From an optimization exercise on the open Yosys and OpenROAD flow, aimed at a short achievable clock period and few clock cycles; shortcuts taken in it are not production practice. The RTL was checked by simulation tests, not by an equivalence proof against the original design. The clock port is modelled as an ideal driver; clocking choices that lean on that would not hold on a real chip. Power figures rest on the tool's default switching activity, not on a simulated workload.

===== config.mk =====
export PLATFORM = sky130hd
export DESIGN_NAME = rv32i_core
export DESIGN_NICKNAME = rv32i_core
export VERILOG_FILES = /design/flow/design.v
export SDC_FILE = /design/flow/constraint.sdc
export NUM_CORES = 4
export LEC_CHECK = 0
export ABC_CLOCK_PERIOD_IN_PS = 1500
export CAP_MARGIN = 20
export CORE_MARGIN = 2
export CORE_UTILIZATION = 40
export SLEW_MARGIN = 20
export TNS_END_PERCENT = 10

===== constraint.sdc =====
create_clock -name core_clock -period 10.0 [get_ports {i_clk}]
set_input_delay 2.0000 -clock core_clock [delete_from_list [all_inputs] [get_ports {i_clk}]]
set_output_delay 2.0000 -clock core_clock [all_outputs]
set_load 0.01 [all_outputs]

===== design.v =====
`timescale 1ns/100ps
package rv32i_pkg;
    localparam int REG_COUNT  = 32;
    localparam int DMEM_WORDS = 64;
    localparam int DMEM_AW    = $clog2(64);
    typedef logic [32-1:0] word_t;
    typedef logic [4:0]          reg_addr_t;
    typedef struct packed {
        logic reg_write;    
        logic load;         
        logic store;        
        logic branch;       
        logic branch_ne;    
        logic b_imm;        
        logic use_rs1;      
        logic use_rs2;      
        logic sub;          
        logic sra;          
        logic r_add;
        logic r_slt;
        logic r_sltu;
        logic r_xor;
        logic r_or;
        logic r_and;
        logic r_sll;
        logic r_sr;
        logic r_lui;        
        logic r_jal;        
    } ctrl_t;
endpackage
`timescale 1ns/100ps
module rv32i_decoder (
    input  rv32i_pkg::word_t     i_instr,
    output rv32i_pkg::ctrl_t     o_ctrl,
    output rv32i_pkg::word_t     o_imm,
    output rv32i_pkg::reg_addr_t o_rs1,
    output rv32i_pkg::reg_addr_t o_rs2,
    output rv32i_pkg::reg_addr_t o_rd
);
    localparam logic [6:0] OPC_OP     = 7'b0110011;
    localparam logic [6:0] OPC_OP_IMM = 7'b0010011;
    localparam logic [6:0] OPC_LUI    = 7'b0110111;
    localparam logic [6:0] OPC_LOAD   = 7'b0000011;
    localparam logic [6:0] OPC_STORE  = 7'b0100011;
    localparam logic [6:0] OPC_BRANCH = 7'b1100011;
    localparam logic [6:0] OPC_JAL    = 7'b1101111;
    logic [6:0] opcode;
    logic [2:0] funct3;
    logic       is_op, is_opi, is_alu;
    assign opcode = i_instr[6:0];
    assign funct3 = i_instr[14:12];
    assign o_rd   = i_instr[11:7];
    assign o_rs1  = i_instr[19:15];
    assign o_rs2  = i_instr[24:20];
    assign is_op  = opcode == OPC_OP;
    assign is_opi = opcode == OPC_OP_IMM;
    assign is_alu = is_op || is_opi;
    always_comb begin
        o_ctrl = '0;
        o_imm  = '0;
        case (opcode)
            OPC_OP: begin
                o_ctrl.reg_write = 1'b1;
                o_ctrl.use_rs1   = 1'b1;
                o_ctrl.use_rs2   = 1'b1;
            end
            OPC_OP_IMM: begin
                o_ctrl.reg_write = 1'b1;
                o_ctrl.use_rs1   = 1'b1;
                o_ctrl.b_imm     = 1'b1;
                o_imm            = {{20{i_instr[31]}}, i_instr[31:20]};
            end
            OPC_LUI: begin
                o_ctrl.reg_write = 1'b1;
                o_ctrl.b_imm     = 1'b1;
                o_ctrl.r_lui     = 1'b1;
                o_imm            = {i_instr[31:12], 12'b0};
            end
            OPC_LOAD: if (funct3 == 3'b010) begin
                o_ctrl.reg_write = 1'b1;
                o_ctrl.load      = 1'b1;
                o_ctrl.use_rs1   = 1'b1;
                o_ctrl.b_imm     = 1'b1;
                o_imm            = {{20{i_instr[31]}}, i_instr[31:20]};
            end
            OPC_STORE: if (funct3 == 3'b010) begin
                o_ctrl.store     = 1'b1;
                o_ctrl.use_rs1   = 1'b1;
                o_ctrl.use_rs2   = 1'b1;
                o_ctrl.b_imm     = 1'b1;
                o_imm            = {{20{i_instr[31]}}, i_instr[31:25], i_instr[11:7]};
            end
            OPC_BRANCH: if (funct3[2:1] == 2'b00) begin
                o_ctrl.branch    = 1'b1;
                o_ctrl.branch_ne = funct3[0];
                o_ctrl.use_rs1   = 1'b1;
                o_ctrl.use_rs2   = 1'b1;
            end
            OPC_JAL: begin
                o_ctrl.reg_write = 1'b1;
                o_ctrl.r_jal     = 1'b1;
            end
            default: ;
        endcase
        if (is_alu) begin
            o_ctrl.sub    = (is_op && funct3 == 3'b000 && i_instr[30]) ||
                            funct3 == 3'b010 || funct3 == 3'b011;
            o_ctrl.sra    = i_instr[30];
            o_ctrl.r_add  = funct3 == 3'b000;
            o_ctrl.r_sll  = funct3 == 3'b001;
            o_ctrl.r_slt  = funct3 == 3'b010;
            o_ctrl.r_sltu = funct3 == 3'b011;
            o_ctrl.r_xor  = funct3 == 3'b100;
            o_ctrl.r_sr   = funct3 == 3'b101;
            o_ctrl.r_or   = funct3 == 3'b110;
            o_ctrl.r_and  = funct3 == 3'b111;
        end
        if (o_rd == '0) begin
            o_ctrl.reg_write = 1'b0;
        end
    end
endmodule
`timescale 1ns/100ps
module rv32i_regfile (
    input  logic                            i_clk,
    input  logic                            i_reset,
    input  logic                            i_we,
    input  rv32i_pkg::reg_addr_t            i_waddr,
    input  rv32i_pkg::word_t                i_wdata,
    input  rv32i_pkg::reg_addr_t            i_raddr1,
    input  rv32i_pkg::reg_addr_t            i_raddr2,
    output rv32i_pkg::word_t                o_rdata1,
    output rv32i_pkg::word_t                o_rdata2
);
    rv32i_pkg::word_t                regs [1:rv32i_pkg::REG_COUNT-1];
    logic [rv32i_pkg::REG_COUNT-1:1] valid;
    rv32i_pkg::word_t                rd_word [rv32i_pkg::REG_COUNT];
    logic [rv32i_pkg::REG_COUNT-1:0] rd_valid;
    always_ff @(posedge i_clk) begin
        for (int i = 1; i < rv32i_pkg::REG_COUNT; i++) begin
            if (i_reset) begin
                valid[i] <= 1'b0;
            end else if (i_we && i_waddr == i) begin
                valid[i] <= 1'b1;
            end
        end
    end
    always_ff @(posedge i_clk) begin
        for (int i = 1; i < rv32i_pkg::REG_COUNT; i++) begin
            if (i_we && i_waddr == i) begin
                regs[i] <= i_wdata;
            end
        end
    end
    always_comb begin
        rd_word[0]  = '0;
        rd_valid[0] = 1'b0;
        for (int i = 1; i < rv32i_pkg::REG_COUNT; i++) begin
            rd_word[i]  = regs[i];
            rd_valid[i] = valid[i];
        end
    end
    assign o_rdata1 = {32{rd_valid[i_raddr1]}} & rd_word[i_raddr1];
    assign o_rdata2 = {32{rd_valid[i_raddr2]}} & rd_word[i_raddr2];
endmodule
`timescale 1ns/100ps
module rv32i_hazard_unit (
    input  rv32i_pkg::ctrl_t     i_id_ctrl,
    input  rv32i_pkg::reg_addr_t i_id_rs1,
    input  rv32i_pkg::reg_addr_t i_id_rs2,
    input  rv32i_pkg::ctrl_t     i_ex_ctrl,    
    input  rv32i_pkg::reg_addr_t i_ex_rd,
    input  logic                 i_mem_we,     
    input  rv32i_pkg::reg_addr_t i_mem_rd,
    input  logic                 i_wb_we,      
    input  rv32i_pkg::reg_addr_t i_wb_rd,
    output logic                 o_stall,
    output logic [3:0]           o_sel_a,      
    output logic [3:0]           o_sel_b,
    output logic [3:0]           o_sel_s
);
    logic ex1, ex2, mem1, mem2, wb1, wb2;
    assign ex1  = i_ex_ctrl.reg_write && i_ex_rd == i_id_rs1 && i_id_ctrl.use_rs1;
    assign ex2  = i_ex_ctrl.reg_write && i_ex_rd == i_id_rs2 && i_id_ctrl.use_rs2;
    assign mem1 = i_mem_we && i_mem_rd == i_id_rs1 && i_id_ctrl.use_rs1;
    assign mem2 = i_mem_we && i_mem_rd == i_id_rs2 && i_id_ctrl.use_rs2;
    assign wb1  = i_wb_we && i_wb_rd == i_id_rs1 && i_id_ctrl.use_rs1;
    assign wb2  = i_wb_we && i_wb_rd == i_id_rs2 && i_id_ctrl.use_rs2;
    assign o_stall = i_ex_ctrl.load && (ex1 || ex2);
    function automatic logic [3:0] pick(logic ex, logic mem, logic wb);
        pick = {ex, !ex && mem, !ex && !mem && wb, !ex && !mem && !wb};
    endfunction
    assign o_sel_a = pick(ex1, mem1, wb1);
    assign o_sel_b = i_id_ctrl.b_imm ? 4'b0001 : pick(ex2, mem2, wb2);
    assign o_sel_s = pick(ex2, mem2, wb2);
endmodule
`timescale 1ns/100ps
module rv32i_execute (
    input  rv32i_pkg::ctrl_t  i_ctrl,
    input  rv32i_pkg::word_t  i_a,         
    input  rv32i_pkg::word_t  i_b,         
    input  rv32i_pkg::word_t  i_s,         
    input  logic [3:0]        i_sel_a,     
    input  logic [3:0]        i_sel_b,
    input  logic [3:0]        i_sel_s,
    input  rv32i_pkg::word_t  i_fwd1,      
    input  rv32i_pkg::word_t  i_fwd2,      
    input  rv32i_pkg::word_t  i_fwd3,      
    input  rv32i_pkg::word_t  i_link,      
    output logic [rv32i_pkg::DMEM_AW-1:0] o_dmem_word,
    output rv32i_pkg::word_t  o_result,
    output rv32i_pkg::word_t  o_store_data,
    output logic              o_equal
);
    rv32i_pkg::word_t a, b, s, b_add, sum, alu;
    logic             carry;
    logic             lt, ltu;
    rv32i_pkg::word_t sll, sr;
    logic [7:0]       addr_own, addr_f1, addr_f2, addr_f3;
    function automatic rv32i_pkg::word_t fwd(logic [3:0] sel, rv32i_pkg::word_t own,
                                             rv32i_pkg::word_t f1, rv32i_pkg::word_t f2,
                                             rv32i_pkg::word_t f3);
        fwd = ({32{sel[3]}} & f1) | ({32{sel[2]}} & f2) |
              ({32{sel[1]}} & f3) | ({32{sel[0]}} & own);
    endfunction
    assign a = fwd(i_sel_a, i_a, i_fwd1, i_fwd2, i_fwd3);
    assign b = fwd(i_sel_b, i_b, i_fwd1, i_fwd2, i_fwd3);
    assign s = fwd(i_sel_s, i_s, i_fwd1, i_fwd2, i_fwd3);
    assign b_add        = i_ctrl.sub ? ~b : b;
    assign {carry, sum} = {1'b0, a} + {1'b0, b_add} + {32'd0, i_ctrl.sub};
    assign ltu = ~carry;
    assign lt  = (a[31] ^ b[31]) ? a[31] : sum[31];
    assign sll = a << b[4:0];
    assign sr  = rv32i_pkg::word_t'($signed({i_ctrl.sra & a[31], a}) >>> b[4:0]);
    assign alu = ({32{i_ctrl.r_add}}  & sum)
               | ({32{i_ctrl.r_slt}}  & {31'd0, lt})
               | ({32{i_ctrl.r_sltu}} & {31'd0, ltu})
               | ({32{i_ctrl.r_xor}}  & (a ^ b))
               | ({32{i_ctrl.r_or}}   & (a | b))
               | ({32{i_ctrl.r_and}}  & (a & b))
               | ({32{i_ctrl.r_sll}}  & sll)
               | ({32{i_ctrl.r_sr}}   & sr);
    assign addr_own = i_a[7:0] + i_b[7:0];
    assign addr_f1  = i_fwd1[7:0] + i_b[7:0];
    assign addr_f2  = i_fwd2[7:0] + i_b[7:0];
    assign addr_f3  = i_fwd3[7:0] + i_b[7:0];
    assign o_dmem_word = ({rv32i_pkg::DMEM_AW{i_sel_a[3]}} & addr_f1[7:2])
                       | ({rv32i_pkg::DMEM_AW{i_sel_a[2]}} & addr_f2[7:2])
                       | ({rv32i_pkg::DMEM_AW{i_sel_a[1]}} & addr_f3[7:2])
                       | ({rv32i_pkg::DMEM_AW{i_sel_a[0]}} & addr_own[7:2]);
    assign o_result     = alu
                        | ({32{i_ctrl.r_jal}} & i_link)
                        | ({32{i_ctrl.r_lui}} & i_b);
    assign o_store_data = s;
    assign o_equal      = a == s;
endmodule
`timescale 1ns/100ps
module rv32i_data_mem (
    input  logic                             i_clk,
    input  logic                             i_we,
    input  logic [rv32i_pkg::DMEM_AW-1:0]    i_word,
    input  rv32i_pkg::word_t                 i_wdata,
    output rv32i_pkg::word_t                 o_rdata
);
    rv32i_pkg::word_t mem [rv32i_pkg::DMEM_WORDS];
    always_ff @(posedge i_clk) begin
        for (int i = 0; i < rv32i_pkg::DMEM_WORDS; i++) begin
            if (i_we && i_word == i) begin
                mem[i] <= i_wdata;
            end
        end
    end
    assign o_rdata = mem[i_word];
endmodule
`timescale 1ns/100ps
module rv32i_core (
    input  logic                 i_clk,
    input  logic                 i_reset,
    output rv32i_pkg::word_t     o_imem_addr,
    input  rv32i_pkg::word_t     i_imem_data,
    output logic                 o_wb_valid,
    output rv32i_pkg::reg_addr_t o_wb_rd,
    output rv32i_pkg::word_t     o_wb_data
);
    logic [11:1]          f_lo_q;
    logic [11:1]          f_lo_n_q;     
    rv32i_pkg::word_t     f_base_q;
    rv32i_pkg::word_t     f_step_q;
    rv32i_pkg::ctrl_t     x_ctrl_q;
    rv32i_pkg::word_t     x_a_q;
    rv32i_pkg::word_t     x_b_q;
    rv32i_pkg::word_t     x_s_q;
    logic [3:0]           x_sel_a_q;
    logic [3:0]           x_sel_b_q;
    logic [3:0]           x_sel_s_q;
    rv32i_pkg::reg_addr_t x_rd_q;
    rv32i_pkg::word_t     x_pc_q;
    rv32i_pkg::word_t     x_boff_q;
    logic                 x_same_q;
    rv32i_pkg::word_t     m_result_q;
    rv32i_pkg::word_t     m_sdata_q;
    logic [rv32i_pkg::DMEM_AW-1:0] m_word_q;
    rv32i_pkg::reg_addr_t m_rd_q;
    logic                 m_we_q;
    logic                 m_load_q;
    logic                 m_store_q;
    logic                 w_valid_q;
    logic                 o_valid_n_q;  
    rv32i_pkg::reg_addr_t w_rd_q;
    rv32i_pkg::word_t     w_data_q;
    rv32i_pkg::word_t     w2_data_q;    
    rv32i_pkg::word_t     w_rf_data_q;  
    rv32i_pkg::reg_addr_t o_rd_q;       
    rv32i_pkg::word_t     o_data_q;
    rv32i_pkg::word_t instr;
    logic             f_jal, f_br_taken;
    rv32i_pkg::word_t f_jimm, f_bimm, f_step;
    rv32i_pkg::word_t f_pc;
    logic             stall;
    logic             redirect;
    rv32i_pkg::word_t redirect_pc;
    assign o_imem_addr = {f_base_q[31:12], ~f_lo_n_q, 1'b0};
    assign instr       = i_imem_data;
    assign f_jal  = instr[6:0] == 7'b1101111;
    assign f_br_taken = instr[6:0] == 7'b1100011 &&
                        (instr[14:12] == 3'b001 && instr[19:15] != instr[24:20] ||
                         instr[14:12] == 3'b000 && instr[19:15] == instr[24:20]);
    assign f_jimm = {{12{instr[31]}}, instr[19:12], instr[20], instr[30:21], 1'b0};
    assign f_bimm = {{20{instr[31]}}, instr[7], instr[30:25], instr[11:8], 1'b0};
    assign f_step = f_jal ? f_jimm : f_br_taken ? f_bimm : 32'd4;
    logic [11:1] f_lo_seq, f_lo_jal, f_lo_br, f_lo_next;
    assign f_lo_seq  = f_lo_q + 11'd2;
    assign f_lo_jal  = f_lo_q + f_jimm[11:1];
    assign f_lo_br   = f_lo_q + f_bimm[11:1];
    assign f_lo_next = f_jal ? f_lo_jal : f_br_taken ? f_lo_br : f_lo_seq;
    assign f_pc = f_base_q + f_step_q;
    always_ff @(posedge i_clk) begin
        if (i_reset) begin
            f_lo_n_q <= '1;
        end else if (redirect) begin
            f_lo_n_q <= ~redirect_pc[11:1];
        end else if (!stall) begin
            f_lo_n_q <= ~f_lo_next;
        end
    end
    always_ff @(posedge i_clk) begin
        if (i_reset) begin
            f_lo_q   <= '0;
            f_base_q <= 32'h0000_0000;
            f_step_q <= '0;
        end else if (redirect) begin
            f_lo_q   <= redirect_pc[11:1];
            f_base_q <= redirect_pc;
            f_step_q <= '0;
        end else if (!stall) begin
            f_lo_q   <= f_lo_next;
            f_base_q <= f_pc;
            f_step_q <= f_step;
        end
    end
    rv32i_pkg::ctrl_t     d_ctrl;
    rv32i_pkg::word_t     d_imm;
    rv32i_pkg::reg_addr_t d_rs1, d_rs2, d_rd;
    rv32i_pkg::word_t     rf_rdata1, rf_rdata2;
    logic [3:0]           sel_a, sel_b, sel_s;
    rv32i_decoder u_decoder (
        .i_instr (instr),
        .o_ctrl  (d_ctrl),
        .o_imm   (d_imm),
        .o_rs1   (d_rs1),
        .o_rs2   (d_rs2),
        .o_rd    (d_rd)
    );
    rv32i_regfile u_regfile (
        .i_clk    (i_clk),
        .i_reset  (i_reset),
        .i_we     (w_valid_q),
        .i_waddr  (w_rd_q),
        .i_wdata  (w_rf_data_q),
        .i_raddr1 (d_rs1),
        .i_raddr2 (d_rs2),
        .o_rdata1 (rf_rdata1),
        .o_rdata2 (rf_rdata2)
    );
    rv32i_hazard_unit u_hazard (
        .i_id_ctrl  (d_ctrl),
        .i_id_rs1   (d_rs1),
        .i_id_rs2   (d_rs2),
        .i_ex_ctrl  (x_ctrl_q),
        .i_ex_rd    (x_rd_q),
        .i_mem_we   (m_we_q),
        .i_mem_rd   (m_rd_q),
        .i_wb_we    (w_valid_q),
        .i_wb_rd    (w_rd_q),
        .o_stall    (stall),
        .o_sel_a    (sel_a),
        .o_sel_b    (sel_b),
        .o_sel_s    (sel_s)
    );
    always_ff @(posedge i_clk) begin
        if (i_reset || redirect || stall) begin
            x_ctrl_q <= '0;
        end else begin
            x_ctrl_q <= d_ctrl;
        end
    end
    always_ff @(posedge i_clk) begin
        x_a_q     <= rf_rdata1;
        x_b_q     <= d_ctrl.b_imm ? d_imm : rf_rdata2;
        x_s_q     <= rf_rdata2;
        x_sel_a_q <= sel_a;
        x_sel_b_q <= sel_b;
        x_sel_s_q <= sel_s;
        x_rd_q    <= d_rd;
        x_pc_q    <= f_pc;
        x_same_q  <= d_rs1 == d_rs2;
        x_boff_q  <= (d_ctrl.branch_ne || d_ctrl.r_jal) ? 32'd4 : f_bimm;
    end
    rv32i_pkg::word_t x_result, x_sdata;
    logic             x_equal;
    logic [rv32i_pkg::DMEM_AW-1:0] x_dmem_word;
    rv32i_execute u_execute (
        .i_ctrl       (x_ctrl_q),
        .i_a          (x_a_q),
        .i_b          (x_b_q),
        .i_s          (x_s_q),
        .i_sel_a      (x_sel_a_q),
        .i_sel_b      (x_sel_b_q),
        .i_sel_s      (x_sel_s_q),
        .i_fwd1       (m_result_q),
        .i_fwd2       (w_data_q),
        .i_fwd3       (w2_data_q),
        .i_link       (redirect_pc),
        .o_dmem_word  (x_dmem_word),
        .o_result     (x_result),
        .o_store_data (x_sdata),
        .o_equal      (x_equal)
    );
    assign redirect    = x_ctrl_q.branch && !x_same_q && x_equal;
    assign redirect_pc = x_pc_q + x_boff_q;
    always_ff @(posedge i_clk) begin
        if (i_reset) begin
            m_we_q    <= 1'b0;
            m_load_q  <= 1'b0;
            m_store_q <= 1'b0;
        end else begin
            m_we_q    <= x_ctrl_q.reg_write;
            m_load_q  <= x_ctrl_q.load;
            m_store_q <= x_ctrl_q.store;
        end
    end
    always_ff @(posedge i_clk) begin
        m_result_q <= x_result;
        m_sdata_q  <= x_sdata;
        m_word_q   <= x_dmem_word;
        m_rd_q     <= x_rd_q;
    end
    rv32i_pkg::word_t dmem_rdata;
    rv32i_pkg::word_t m_value;
    rv32i_data_mem u_data_mem (
        .i_clk   (i_clk),
        .i_we    (m_store_q),
        .i_word  (m_word_q),
        .i_wdata (m_sdata_q),
        .o_rdata (dmem_rdata)
    );
    assign m_value = m_load_q ? dmem_rdata : m_result_q;
    always_ff @(posedge i_clk) begin
        if (i_reset) begin
            w_valid_q   <= 1'b0;
            o_valid_n_q <= 1'b1;
        end else begin
            w_valid_q   <= m_we_q;
            o_valid_n_q <= !m_we_q;
        end
    end
    always_ff @(posedge i_clk) begin
        w_rd_q    <= m_rd_q;
        w_data_q  <= m_value;
        w2_data_q <= w_data_q;
    end
    always_ff @(posedge i_clk) begin
        if (m_we_q) begin
            w_rf_data_q <= m_value;
        end
    end
    always_ff @(posedge i_clk) begin
        if (i_reset) begin
            o_rd_q   <= '0;
            o_data_q <= '0;
        end else if (m_we_q) begin
            o_rd_q   <= m_rd_q;
            o_data_q <= m_value;
        end
    end
    assign o_wb_valid = !o_valid_n_q;
    assign o_wb_rd    = o_rd_q;
    assign o_wb_data  = o_data_q;
endmodule

===== flow/run.sh =====
#!/bin/bash
# The standard layout (standard.sh: standard synthesis, floorplan, power grid, placement,
# CTS, routing) with three changes to how the layout is made; constraints and clock are
# the standard flow's own:
#  - the port buffers are sky130_fd_sc_hd__buf_8 rather than the cell buffer_ports picks
#    by itself (a clock-delay buffer), so every input and output still gets its buffer;
#  - gate sizing may change a cell's footprint (MATCH_CELL_FOOTPRINT=0);
#  - the timing repair after CTS and after global routing aims for more setup slack than
#    the 10 ns clock needs (flow/repair.tcl redefines ORFS's repair_timing_helper there).
# Each make run logs to its own file here; ORFS keeps its per-step logs under orfs/logs.
set -euo pipefail
here=$(pwd)
common=(MATCH_CELL_FOOTPRINT=0 "BUFFER_PORTS_ARGS=-buffer_cell sky130_fd_sc_hd__buf_8")
bash standard.sh "${common[@]}" synth floorplan > standard_synth_floorplan.log 2>&1
bash standard.sh "${common[@]}" PRE_CTS_TCL="$here/flow/repair.tcl" \
    PRE_GLOBAL_ROUTE_TCL="$here/flow/repair.tcl" finish > standard_place_to_finish.log 2>&1

===== flow/repair.tcl =====
# Sourced by ORFS (PRE_CTS_TCL, PRE_GLOBAL_ROUTE_TCL) before the CTS and global-route steps.
# Same as ORFS's repair_timing_helper, but with a setup margin of 6.5 ns (the repair aims
# for a 3.5 ns path at the 10 ns clock) and a bound on the number of repair iterations.
proc repair_timing_helper { args } {
  set additional_args [list -setup_margin 6.5 -max_iterations 3000]
  append_env_var additional_args HOLD_SLACK_MARGIN -hold_margin 1
  append_env_var additional_args SETUP_MOVE_SEQUENCE -sequence 1
  append_env_var additional_args TNS_END_PERCENT -repair_tns 1
  append_env_var additional_args SKIP_PIN_SWAP -skip_pin_swap 0
  append_env_var additional_args SKIP_GATE_CLONING -skip_gate_cloning 0
  append_env_var additional_args SKIP_BUFFER_REMOVAL -skip_buffer_removal 0
  append_env_var additional_args SKIP_LAST_GASP -skip_last_gasp 0
  append_env_var additional_args SKIP_VT_SWAP -skip_vt_swap 0
  append_env_var additional_args SKIP_CRIT_VT_SWAP -skip_crit_vt_swap 0
  append_env_var additional_args MATCH_CELL_FOOTPRINT -match_cell_footprint 0
  lappend additional_args {*}$args -verbose
  log_cmd repair_timing {*}$additional_args
}

===== standard.sh =====
#!/bin/bash
# synth_recipe.tcl (not shown) runs the flow's synth.tcl, then flattens the netlist and writes it again
# the make line also repeats each setting of config.mk as NAME=value (left out here)
make -C /OpenROAD-flow-scripts/flow DESIGN_CONFIG=/design/flow/config.mk WORK_HOME=/design/flow/orfs CLKGATE_MAP_FILE= SYNTH_SCRIPT=/design/flow/synth_recipe.tcl "${@:-finish}"

==> out/summary.txt <==
DR iter-0 viols = 25500
Vias in the first global route = 103000
Area Growth Syn to Fin = 20.5%
Synth Area per Inst = 14.6 µm²
Rel. slew slack = 13.8%
Final Hold Viols = 0
I/O Pins = 104
Max reg flops = 2048
Post-layout minimum cycle time = 3.97 ns
Slew @ Worst Pin = 1.29 ns
RSZ-0062 raised after global routing = true
Post-Syn Nets = 10100
Via count = 112000
Final Power = 30.6 mW
DR WL/cell = 45.1 µm
Layout Cells excl Fill = 15500
Largest Register = u_data_mem.mem
First-pass GRT wire length = 917000 µm
Register area share after synthesis = 70.8%
GPL Wtd Cong = 0.980
Setup tns final = 0 ns
Clk slew on worst S/H paths = 0.06 ns
Finish-stage setup viols = 0
Num CTS Buffers = 363
Max-slew violation count = 0
P_leak = 56.2 nW
Dpl ws = 4.14 ns
Met3 usage = 14.7%
Power Dens Cells = 177 nW/µm²
CP max FO = 13
Layout cells sized above 1 = 19.7%
Worst setup margin = 6.03 ns
CTS hold repair buffers = 0
Row Count = 219
Arrival @ worst endpoint = 4.81 ns
Main flop type after synthesis = edfxtp_1
Fmax = 0.252 GHz
Final setup skew = 0.139 ns
Share of the synthesized area in the top cell type = 64.3%
Post-synth EDFFs = 3072
Top flop regs = u_data_mem.mem x2048, u_regfile.regs x992
Die Span X = 603 µm
Die area = 364000 µm²
Die Ht = 603 µm
Total congestion overflow = 0
Inst Count DP = 14400
WP data required = 10.85 ns
Top cells by area, synth = edfxtp_1 (64%), a22oi_1 (7.4%), dfxtp_1 (6.5%)
Cell with the most instances after synthesis = edfxtp_1
MaxCap Viol Count = 0
Unique masters post-synth = 84
Net count, final = 10700
Vias/cell = 7.24
Yosys warnings = 9
Pin count of the biggest net entering global routing = 95
Cells after synthesis = 9845
Worst skew pair latency = 1.01 ns
DP HPWL = 394000 µm
Hold crit path type = flop to flop
Post-synth top cells = edfxtp_1 (3072), a22oi_1 (1422), nor2_1 (561), nand2_1 (538), dfxtp_1 (465)
Total track usage = 37.0%
Crit. End Element = flop
Setup CP Type = input port to flop
Fillers = 29900
DRT Pass-1 Iters = 14
Clk sinks = 3537
Global route hottest layer = met2
Port buffer count = 102
Drt total wl = 701000 µm
Grt met1 use = 47.3%
DRT antenna net count = 0
Async SR Flop Fraction = 0%
CTS tree = built
Synthesized cell area = 144000 µm²
Cell taking the most area after synthesis = edfxtp_1
Outcome = complete, no violations
Placeable Area = 356000 µm²
Hold slack = 0.274 ns
Peak supply drop = 0.000151 V
Grt met2 use = 51.8%
Worst Setup Start Kind = input port
Detailed-route DRC error count = 0
Initial antenna violation count = 41
Period utilization = 39.7%
Synth Register Bits = 3537
Starting Density = 40.3%
## report_power, final
part	switching (mW)	total [mW]	internal, mW	leakage (nW)
combinational	0.491	0.740	0.249	20.9
clock	5.97	14.1	8.08	5.93
sequential	0.0265	15.8	15.8	29.3
total	6.49	30.6	24.1	56.2
## placed cells by master, fill, tap and decap left out, drive strengths merged, types with 38 or more instances in the layout
cell type     n
a211oi       38
a21o         44
a21oi       151
a221o        40
a221oi      391
a222oi       71
a22o        373
a22oi      1422
and2         75
buf         833
bufinv       43
clkbuf      494
clkinv      120
dfxtp       465
edfxtp     3072
ha          195
inv         154
mux2i       193
nand2       538
nand3       230
nand4       200
nor2        564
nor3        127
nor4         63
o21ai       143
xnor2       129
xor2         86
## worst paths after layout
kind	from	end	slack [ns]	cells after the start
worst max register to register	m_word_q[4]	u_data_mem.mem[42][17]	6.06	7
worst max-delay path	i_imem_data[24]	x_b_q[31]	6.03	11
worst min register to register	w_data_q[16]	w2_data_q[16]	0.27	0
worst min-delay path	w_data_q[16]	w2_data_q[16]	0.27	0
## layout make-up
cell class | instances | area (µm²) | share of cell area (%)
tap | 4751 | 5940 | 3.44
timing repair buffer | 866 | 9730 | 5.62
inverter | 134 | 546 | 0.315
sequential | 3537 | 102000 | 58.8
multi-input combinational | 5543 | 42800 | 24.8
antenna | 33 | 82.6 | 0.0478
clock buffer | 461 | 9830 | 5.68
clock inverter | 197 | 2260 | 1.31
## cell families (layout without fill, tap and decap cells)
kind of cell / count (synthesis) / in the layout / share of synthesized area (%)
xor+xnor: 215 / 215 / 1.31
buf+inv: 768 / 1658 / 2.20
mux: 221 / 221 / 1.71
fa+ha+maj: 200 / 200 / 1.77
compound gates: 2925 / 2925 / 15.7
simple gates: 1978 / 1981 / 6.51
other cells: 1 / 34 / 0.00261
flops: 3537 / 3537 / 70.8
## worst max-delay path, stage by stage
cell and delay (ns):
buf_12 0.14, or2_4 0.28, buf_4 0.16, nor2_4 0.69
buf_6 0.36, a22o_1 0.20, a221oi_1 0.05, nand4_1 0.12
nor3_1 0.09, nor2_1 0.42, mux2_2 0.25
## per-layer routing
| metal | wire (µm) | up-vias |
|---|---|---|
| met1 | 237000 | 55600 |
| met5 | 253 | - |
| met3 | 120000 | 3261 |
| met4 | 61300 | 34 |
| li1 | - | 41300 |
| met2 | 282000 | 12100 |
## per-stage QoR
| step | area (µm²) | util (%) |
|---|---|---|
| final | 173000 | 48.5 |
| after global routing | 173000 | 48.5 |
| after CTS | 171000 | 47.9 |
| after detailed placement | 153000 | 42.9 |
| after global placement | 153000 | 42.9 |
| after floorplan | 144000 | - |
## repair_timing
item / 4_1_cts / 5_1_grt
pin swaps: 183 / 88
setup endpoints to repair: 1533 / 548
resized for setup: 638 / 214
buffers inserted: 257 / 91
endpoints found under the hold margin: 0 / 0
gates cloned: 25 / 7
Testbench counts, summed over its fixed seeds: cycles 53,275.

what the ideal ports hide:
How much do the figures lean on ideal ports? The routed layout below was timed once more, with nothing changed but the port constraints. Step 1 assumes that a clkbuf_16 drives the clock port and a buf_2 every other input. Step 2 times the ports against the registers' clock, not the clock port: input delays grow and output delays shrink by t, the midpoint of the rising clock arrivals with the driver on. a / b / c = ideal ports / drivers / drivers and shift; a / b = the first two.
t, ns: 1.071
setup WS [ns]: 6.034 / 6.025 / 4.954
latest minus earliest clock arrival (ns): 0.147 / 0.148
After both steps setup and hold are still met in this run. For this run, drivers alone change the setup slack by -0.009 ns; drivers and shift together by -1.080 ns.
